This is an optimization exercise on Yosys and OpenROAD, whose aim is small area, not a production implementation.
The RTL was checked by simulation tests, not by an equivalence proof against the original design.
The clock port is modelled as an ideal driver; clocking choices that lean on that would not hold on a real chip.

==> build 59: inputs <==
==> flow/design.v <==
package bmem_pkg;
    localparam int BEAT_W      = 64;
    localparam int BEATS       = 4;
    localparam int LINE_W      = BEAT_W * BEATS;
    localparam int OFFSET_BITS = 5;
endpackage
module rr_arbiter2 (
    input  logic req_i,
    input  logic req_d,
    input  logic last_d,
    output logic gnt_d,
    output logic any_req
);
    assign gnt_d   = req_d & (~req_i | ~last_d);
    assign any_req = req_i | req_d;
endmodule
module bmem_line_adapter #(
    parameter int ADDR_W = 32,
    parameter int BEAT_W = 64,
    parameter int BEATS  = 4
) (
    input  logic                      clk,
    input  logic                      rst,
    input  logic [ADDR_W-1:0]         i_addr,
    input  logic                      i_read,
    output logic [BEAT_W*BEATS-1:0]   i_rdata,
    output logic                      i_resp,
    input  logic [ADDR_W-1:0]         d_addr,
    input  logic                      d_read,
    input  logic                      d_write,
    input  logic [BEAT_W*BEATS-1:0]   d_wdata,
    output logic [BEAT_W*BEATS-1:0]   d_rdata,
    output logic                      d_resp,
    output logic [ADDR_W-1:0]         bmem_addr,
    output logic                      bmem_read,
    output logic                      bmem_write,
    output logic [BEAT_W-1:0]         bmem_wdata,
    input  logic                      bmem_ready,
    input  logic [ADDR_W-1:0]         bmem_raddr,
    input  logic [BEAT_W-1:0]         bmem_rdata,
    input  logic                      bmem_rvalid
);
    localparam int LINE_W = BEAT_W * BEATS;
    localparam int OFF    = bmem_pkg::OFFSET_BITS;
    logic              wr_q;     
    logic              rdi_q;    
    logic              rdw_q;    
    logic              resp_q;   
    logic              gnt_q;    
    logic [BEATS-1:0]  beat_n;    
    logic              idle;
    logic              gnt_d;
    logic              any_req;
    logic              beat_hit;
    logic              last;
    logic [ADDR_W-1:0] line_addr;
    logic [BEAT_W-1:0] beat_q [BEATS];
    rr_arbiter2 u_arb (
        .req_i   (i_read),
        .req_d   (d_read | d_write),
        .last_d  (gnt_q),
        .gnt_d   (gnt_d),
        .any_req (any_req)
    );
    assign idle      = ~(wr_q | rdi_q | rdw_q | resp_q);
    assign line_addr = {(gnt_q ? d_addr[ADDR_W-1:OFF] : i_addr[ADDR_W-1:OFF]), {OFF{1'b0}}};
    assign beat_hit  = rdw_q & bmem_rvalid & (bmem_raddr == line_addr);
    assign last      = ~beat_n[BEATS-1];
    always_ff @(posedge clk or posedge rst) begin
        if (rst) begin
            wr_q   <= 1'b0;
            rdi_q  <= 1'b0;
            rdw_q  <= 1'b0;
            resp_q <= 1'b0;
            gnt_q  <= 1'b0;
            beat_n  <= {{(BEATS-1){1'b1}}, 1'b0};
        end else begin
            if (idle && any_req) begin
                gnt_q <= gnt_d;
                wr_q  <= gnt_d & d_write;
                rdi_q <= ~(gnt_d & d_write);
            end
            if (wr_q && bmem_ready) begin
                beat_n <= {beat_n[BEATS-2:0], beat_n[BEATS-1]};
                if (last) begin
                    wr_q   <= 1'b0;
                    resp_q <= 1'b1;
                end
            end
            if (rdi_q && bmem_ready) begin
                rdi_q <= 1'b0;
                rdw_q <= 1'b1;
            end
            if (beat_hit) begin
                beat_n <= {beat_n[BEATS-2:0], beat_n[BEATS-1]};
                if (last) begin
                    rdw_q  <= 1'b0;
                    resp_q <= 1'b1;
                end
            end
            if (resp_q)
                resp_q <= 1'b0;
        end
    end
    always_ff @(posedge clk) begin
        for (int k = 0; k < BEATS - 1; k++)
            if (beat_hit && !beat_n[k])
                beat_q[k] <= bmem_rdata;
        beat_q[BEATS-1] <= bmem_rdata;
    end
    always_comb
        for (int k = 0; k < BEATS; k++)
            i_rdata[k*BEAT_W +: BEAT_W] = beat_q[k];
    assign d_rdata    = i_rdata;
    assign i_resp     = resp_q & ~gnt_q;
    assign d_resp     = resp_q & gnt_q;
    assign bmem_read  = rdi_q;
    assign bmem_write = wr_q;
    assign bmem_addr  = line_addr;
    always_comb begin
        bmem_wdata = '1;
        for (int k = 0; k < BEATS; k++)
            bmem_wdata &= d_wdata[k*BEAT_W +: BEAT_W] | {BEAT_W{beat_n[k]}};
    end
endmodule
==> flow/flow/run.sh <==
#!/bin/bash
# Own layout flow: the standard ORFS flow (standard.sh), with
#  - the port buffers that global placement inserts taken from the smallest
#    buffer cell,
#  - the ports placed on the die's edge in an order that keeps the ports
#    meeting at the same cells together (flow/pins.tcl),
#  - clock tree synthesis clustering more sinks per leaf buffer and adding
#    no dummy loads, and
#  - after CTS, clock buffers upsized only where the flip-flop clock-pin
#    slew needs it (flow/post_cts.tcl).
set -euo pipefail
here=$(cd "$(dirname "${BASH_SOURCE[0]}")" && pwd)
export BUFFER_PORTS_ARGS="-buffer_cell sky130_fd_sc_hd__buf_1"
export CTS_ARGS="-sink_clustering_enable -repair_clock_nets -sink_clustering_size 20 -sink_clustering_max_diameter 60 -buf_list sky130_fd_sc_hd__clkbuf_4 -dont_use_dummy_load"
export PRE_IO_PLACEMENT_TCL="$here/pins.tcl"
export POST_CTS_TCL="$here/post_cts.tcl"
bash standard.sh > standard_flow.log 2>&1
==> flow/flow/pins.tcl <==
# Places every port on the die's edge, in an order that keeps together the
# ports that meet at the same cells, so that those cells sit close together:
#  - per read-data bit b: bmem_rdata[b] and the four i_rdata and four d_rdata
#    bits it feeds, centred on the bottom edge;
#  - per address bit: bmem_raddr, i_addr, d_addr and bmem_addr;
#  - the single-bit ports;
#  - per write-data bit b: the four d_wdata bits and bmem_wdata[b].
# Pins sit on every second routing track (met2 on the bottom and top edges,
# met3 on the left and right), as place_pins spaces them by default.
set block [ord::get_db_block]
set tech [ord::get_db_tech]
set die [$block getDieArea]
set dx [$die xMax]
set dy [$die yMax]
set corner 5000
set m2 [$tech findLayer met2]
set m3 [$tech findLayer met3]
# track coordinates (dbu) of met2 (x) and met3 (y)
set g2 [$block findTrackGrid $m2]
set g3 [$block findTrackGrid $m3]
set xs [$g2 getGridX]
set ys [$g3 getGridY]
set bx {}
for {set i 0} {$i < [llength $xs]} {incr i 2} {
  set x [lindex $xs $i]
  if {$x >= $corner && $x <= $dx - $corner} { lappend bx $x }
}
set ly {}
for {set i 0} {$i < [llength $ys]} {incr i 2} {
  set y [lindex $ys $i]
  if {$y >= $corner && $y <= $dy - $corner} { lappend ly $y }
}
# slots around the edge: left (top to bottom), bottom (left to right),
# right (bottom to top), top (right to left)
set slots {}
foreach y [lreverse $ly] { lappend slots [list met3 0 $y] }
foreach x $bx { lappend slots [list met2 $x 0] }
foreach y $ly { lappend slots [list met3 $dx $y] }
foreach x [lreverse $bx] { lappend slots [list met2 $x $dy] }

set order {}
for {set b 0} {$b < 64} {incr b} {
  lappend order "bmem_rdata\[$b\]"
  for {set k 0} {$k < 4} {incr k} {
    lappend order "i_rdata\[[expr {64*$k+$b}]\]" "d_rdata\[[expr {64*$k+$b}]\]"
  }
}
set n_rd [llength $order]
for {set b 5} {$b < 32} {incr b} {
  lappend order "bmem_raddr\[$b\]" "i_addr\[$b\]" "d_addr\[$b\]" "bmem_addr\[$b\]"
}
foreach p {clk rst i_read d_read d_write bmem_ready bmem_rvalid i_resp d_resp bmem_read bmem_write} { lappend order $p }
for {set b 0} {$b < 5} {incr b} {
  lappend order "bmem_raddr\[$b\]" "bmem_addr\[$b\]" "i_addr\[$b\]" "d_addr\[$b\]"
}
for {set b 0} {$b < 64} {incr b} {
  for {set k 0} {$k < 4} {incr k} { lappend order "d_wdata\[[expr {64*$k+$b}]\]" }
  lappend order "bmem_wdata\[$b\]"
}
set n_ports 0
foreach bt [$block getBTerms] {
  if {[lsearch {POWER GROUND} [$bt getSigType]] < 0} { incr n_ports }
}
if {[llength $order] != $n_ports} {
  error "pins.tcl: ordered [llength $order] ports, the design has $n_ports"
}
if {[llength $order] > [llength $slots]} {
  error "pins.tcl: [llength $order] ports, [llength $slots] places"
}
# centre the read-data block on the bottom edge
set start [expr {[llength $ly] + [llength $bx] / 2 - $n_rd / 2}]
if {$start < 0} { set start 0 }
set i $start
foreach p $order {
  set s [lindex $slots [expr {$i % [llength $slots]}]]
  lassign $s layer x y
  if {$layer eq "met2"} {
    set size {0.14 0.485}
  } else {
    set size {0.8 0.3}
  }
  place_pin -pin_name $p -layer $layer -location [list [expr {$x / 1000.0}] [expr {$y / 1000.0}]] -pin_size $size -force_to_die_boundary
  incr i
}
puts "pins.tcl: placed [llength $order] ports in [llength $slots] places"
==> flow/flow/post_cts.tcl <==
# Runs at the end of ORFS's CTS step (POST_CTS_TCL). Upsizes each clock buffer
# whose flip-flop clock pins see a slew above the target, one drive step at a
# time, then legalises the placement again. Before that, cells on paths with
# setup slack to spare are downsized (repair_timing -recover_power).
estimate_parasitics -placement
repair_timing -recover_power 100 -verbose
set clk_slew_target [expr {[info exists ::env(CLK_SLEW_TARGET)] ? $::env(CLK_SLEW_TARGET) : 0.122}]
set clk_sizes {sky130_fd_sc_hd__clkbuf_1 sky130_fd_sc_hd__clkbuf_2 sky130_fd_sc_hd__clkbuf_4 sky130_fd_sc_hd__clkbuf_8 sky130_fd_sc_hd__clkbuf_16}
for {set iter 0} {$iter < 4} {incr iter} {
  estimate_parasitics -placement
  set slow [dict create]
  foreach pin [get_pins -hierarchical */CLK] {
    set s [expr {max([get_property $pin slew_max_rise], [get_property $pin slew_max_fall])}]
    if {$s > $clk_slew_target} {
      set net [get_nets -of_objects $pin]
      foreach drv [get_pins -of_objects $net -filter "direction == output"] {
        dict set slow [get_property [get_cells -of_objects $drv] full_name] 1
      }
    }
  }
  if {[dict size $slow] == 0} { break }
  set n 0
  foreach name [dict keys $slow] {
    set inst [[ord::get_db_block] findInst $name]
    set m [[$inst getMaster] getName]
    set i [lsearch $clk_sizes $m]
    if {$i >= 0 && $i < [llength $clk_sizes] - 1} {
      replace_cell [get_cells $name] [lindex $clk_sizes [expr {$i + 1}]]
      incr n
    }
  }
  puts "post_cts: iteration $iter upsized $n clock buffers"
  if {$n == 0} { break }
}
detailed_placement
check_placement -verbose
estimate_parasitics -placement
==> flow/standard.sh <==
#!/bin/bash
# synth_recipe.tcl (not shown) runs the flow's synth.tcl, then flattens the netlist and writes it again
# the make line also repeats each setting of config.mk as NAME=value (left out here)
make -C /OpenROAD-flow-scripts/flow DESIGN_CONFIG=/design/flow/config.mk WORK_HOME=/design/flow/orfs CLKGATE_MAP_FILE= SYNTH_SCRIPT=/design/flow/synth_recipe.tcl "${@:-finish}"
==> flow/config.mk <==
export PLATFORM = sky130hd
export DESIGN_NAME = bmem_line_adapter
export DESIGN_NICKNAME = bmem_line_adapter
export VERILOG_FILES = /design/flow/design.v
export SDC_FILE = /design/flow/constraint.sdc
export NUM_CORES = 4
export LEC_CHECK = 0
export CAP_MARGIN = 20
export CORE_AREA = 10 10 350 350
export DIE_AREA = 0 0 360 360
export SLEW_MARGIN = 20
==> flow/constraint.sdc <==
create_clock -name core_clock -period 5.0 [get_ports {clk}]
set_input_delay 1.0000 -clock core_clock [delete_from_list [all_inputs] [get_ports {clk}]]
set_output_delay 1.0000 -clock core_clock [all_outputs]
set_load 0.01 [all_outputs]
==> trial 27 (differences from build 59) <==
==> flow/flow/run.sh (replaced) <==
#!/bin/bash
# Own layout flow: the standard ORFS flow (standard.sh), with
#  - the port buffers that global placement inserts taken from the smallest
#    buffer cell,
#  - clock tree synthesis clustering more sinks per leaf buffer and adding
#    no dummy loads, and
#  - after CTS, clock buffers upsized only where the flip-flop clock-pin
#    slew needs it (flow/post_cts.tcl).
set -euo pipefail
here=$(cd "$(dirname "${BASH_SOURCE[0]}")" && pwd)
export BUFFER_PORTS_ARGS="-buffer_cell sky130_fd_sc_hd__buf_1"
export CTS_ARGS="-sink_clustering_enable -repair_clock_nets -sink_clustering_size 30 -sink_clustering_max_diameter 100 -buf_list sky130_fd_sc_hd__clkbuf_4 -dont_use_dummy_load"
export POST_CTS_TCL="$here/post_cts.tcl"
bash standard.sh > standard_flow.log 2>&1
- CORE_AREA: 10 10 350 350 -> 10 10 390 390
- DIE_AREA: 0 0 360 360 -> 0 0 400 400
removed: flow/flow/pins.tcl
==> build 2 (differences from build 59) <==
==> flow/flow/run.sh (replaced) <==
#!/bin/bash
# Own layout flow: the standard ORFS flow (standard.sh), with
#  - the port buffers that global placement inserts taken from the smallest
#    buffer cell,
#  - clock tree synthesis clustering more sinks per leaf buffer and adding
#    no dummy loads, and
#  - the pins that meet at the same cells placed side by side on the edge
#    (place_pins -group_pins): per read-data bit, the bmem_rdata bit with the
#    four i_rdata and four d_rdata bits it feeds; per write-data bit, the four
#    d_wdata bits with their bmem_wdata bit; per address bit, i_addr, d_addr,
#    bmem_addr and bmem_raddr,
#  - after CTS, clock buffers upsized only where the flip-flop clock-pin
#    slew needs it (flow/post_cts.tcl).
set -euo pipefail
here=$(cd "$(dirname "${BASH_SOURCE[0]}")" && pwd)
export BUFFER_PORTS_ARGS="-buffer_cell sky130_fd_sc_hd__buf_1"
export CTS_ARGS="-sink_clustering_enable -repair_clock_nets -sink_clustering_size 30 -sink_clustering_max_diameter 100 -buf_list sky130_fd_sc_hd__clkbuf_4 -dont_use_dummy_load"
groups=""
for b in $(seq 0 63); do
  g="bmem_rdata[$b]"
  for k in 0 1 2 3; do g="$g i_rdata[$((64*k+b))] d_rdata[$((64*k+b))]"; done
  groups="$groups -group_pins {$g}"
  g="bmem_wdata[$b]"
  for k in 0 1 2 3; do g="$g d_wdata[$((64*k+b))]"; done
  groups="$groups -group_pins {$g}"
done
for b in $(seq 5 31); do
  groups="$groups -group_pins {i_addr[$b] d_addr[$b] bmem_addr[$b] bmem_raddr[$b]}"
done
export PLACE_PINS_ARGS="$groups"
export POST_CTS_TCL="$here/post_cts.tcl"
bash standard.sh > standard_flow.log 2>&1
- CORE_AREA: 10 10 350 350 -> 10 10 390 390
- DIE_AREA: 0 0 360 360 -> 0 0 400 400
removed: flow/flow/pins.tcl
==> results.txt <==
item	build 59	build 2	trial 27
Outcome	finished clean	aborted with a tool error	finished clean
Failing step	-	I/O pin placement (3_2_place_iop)	-
Worst setup path startpoint	gnt_q$_DFFE_PP0N_	-	beat_n[3]$_DFFE_PP1P_
Detail Placement HPWL	29900 um	-	104000 um
Number of global-route vias before repair	9512	-	10.4k
Core area	0.115 mm2	-	0.143 mm2
Highest clock frequency the design can meet	0.258 GHz	-	0.237 GHz
R2R depth	7	-	7
Met1 WL	11200 um	-	44000 um
Setup repair after global routing missed its margin	false	-	false
Required @ worst endpoint	5.28 ns	-	4.00 ns
Most area-hungry cell class in the final design	sequential cells	-	sequential cells
Met3 Resource Use GR	0.0197	-	0.0617
Commonest non-fill, non-tap cell in the layout	sky130_fd_sc_hd__buf_1	-	sky130_fd_sc_hd__buf_1
Portion of the clock cycle consumed by the worst path in the final layout	0.776	-	0.842
Clock tree cell share of total cell area	0.0143	-	0.0178
Boundary Pins	0	-	1035
Sequential cells	265	-	265
Area growth from synthesis to final layout	35.0%	-	40.6%

-- what the ideal ports hide --
No port has a modelled driver above. Below, the same layouts with a new extraction and two added sets of constraints.
Step 1, drivers: a clkbuf_16 drives clk and a buf_2 each remaining input, both assumed.
Step 2 also shifts input and output timing later by t, the mid clock arrival at the registers, as if the neighbouring blocks saw the same clock.
Three values: no drivers, after step 1, after step 2; two values: the first two.
| run | shift t [ns] | slack for setup (ns) | worst setup path at the end |
|---|---|---|---|
| build 59 | 0.745 | 1.122 / 1.122 / 1.122 | register to register |
| trial 27 | 0.859 | 0.788 / 0.729 / 0.587 | input to register |
After both steps setup and hold are still met in every run listed. For trial 27, which loses most, drivers alone change the setup slack by -0.059 ns; drivers and shift together by -0.201 ns.
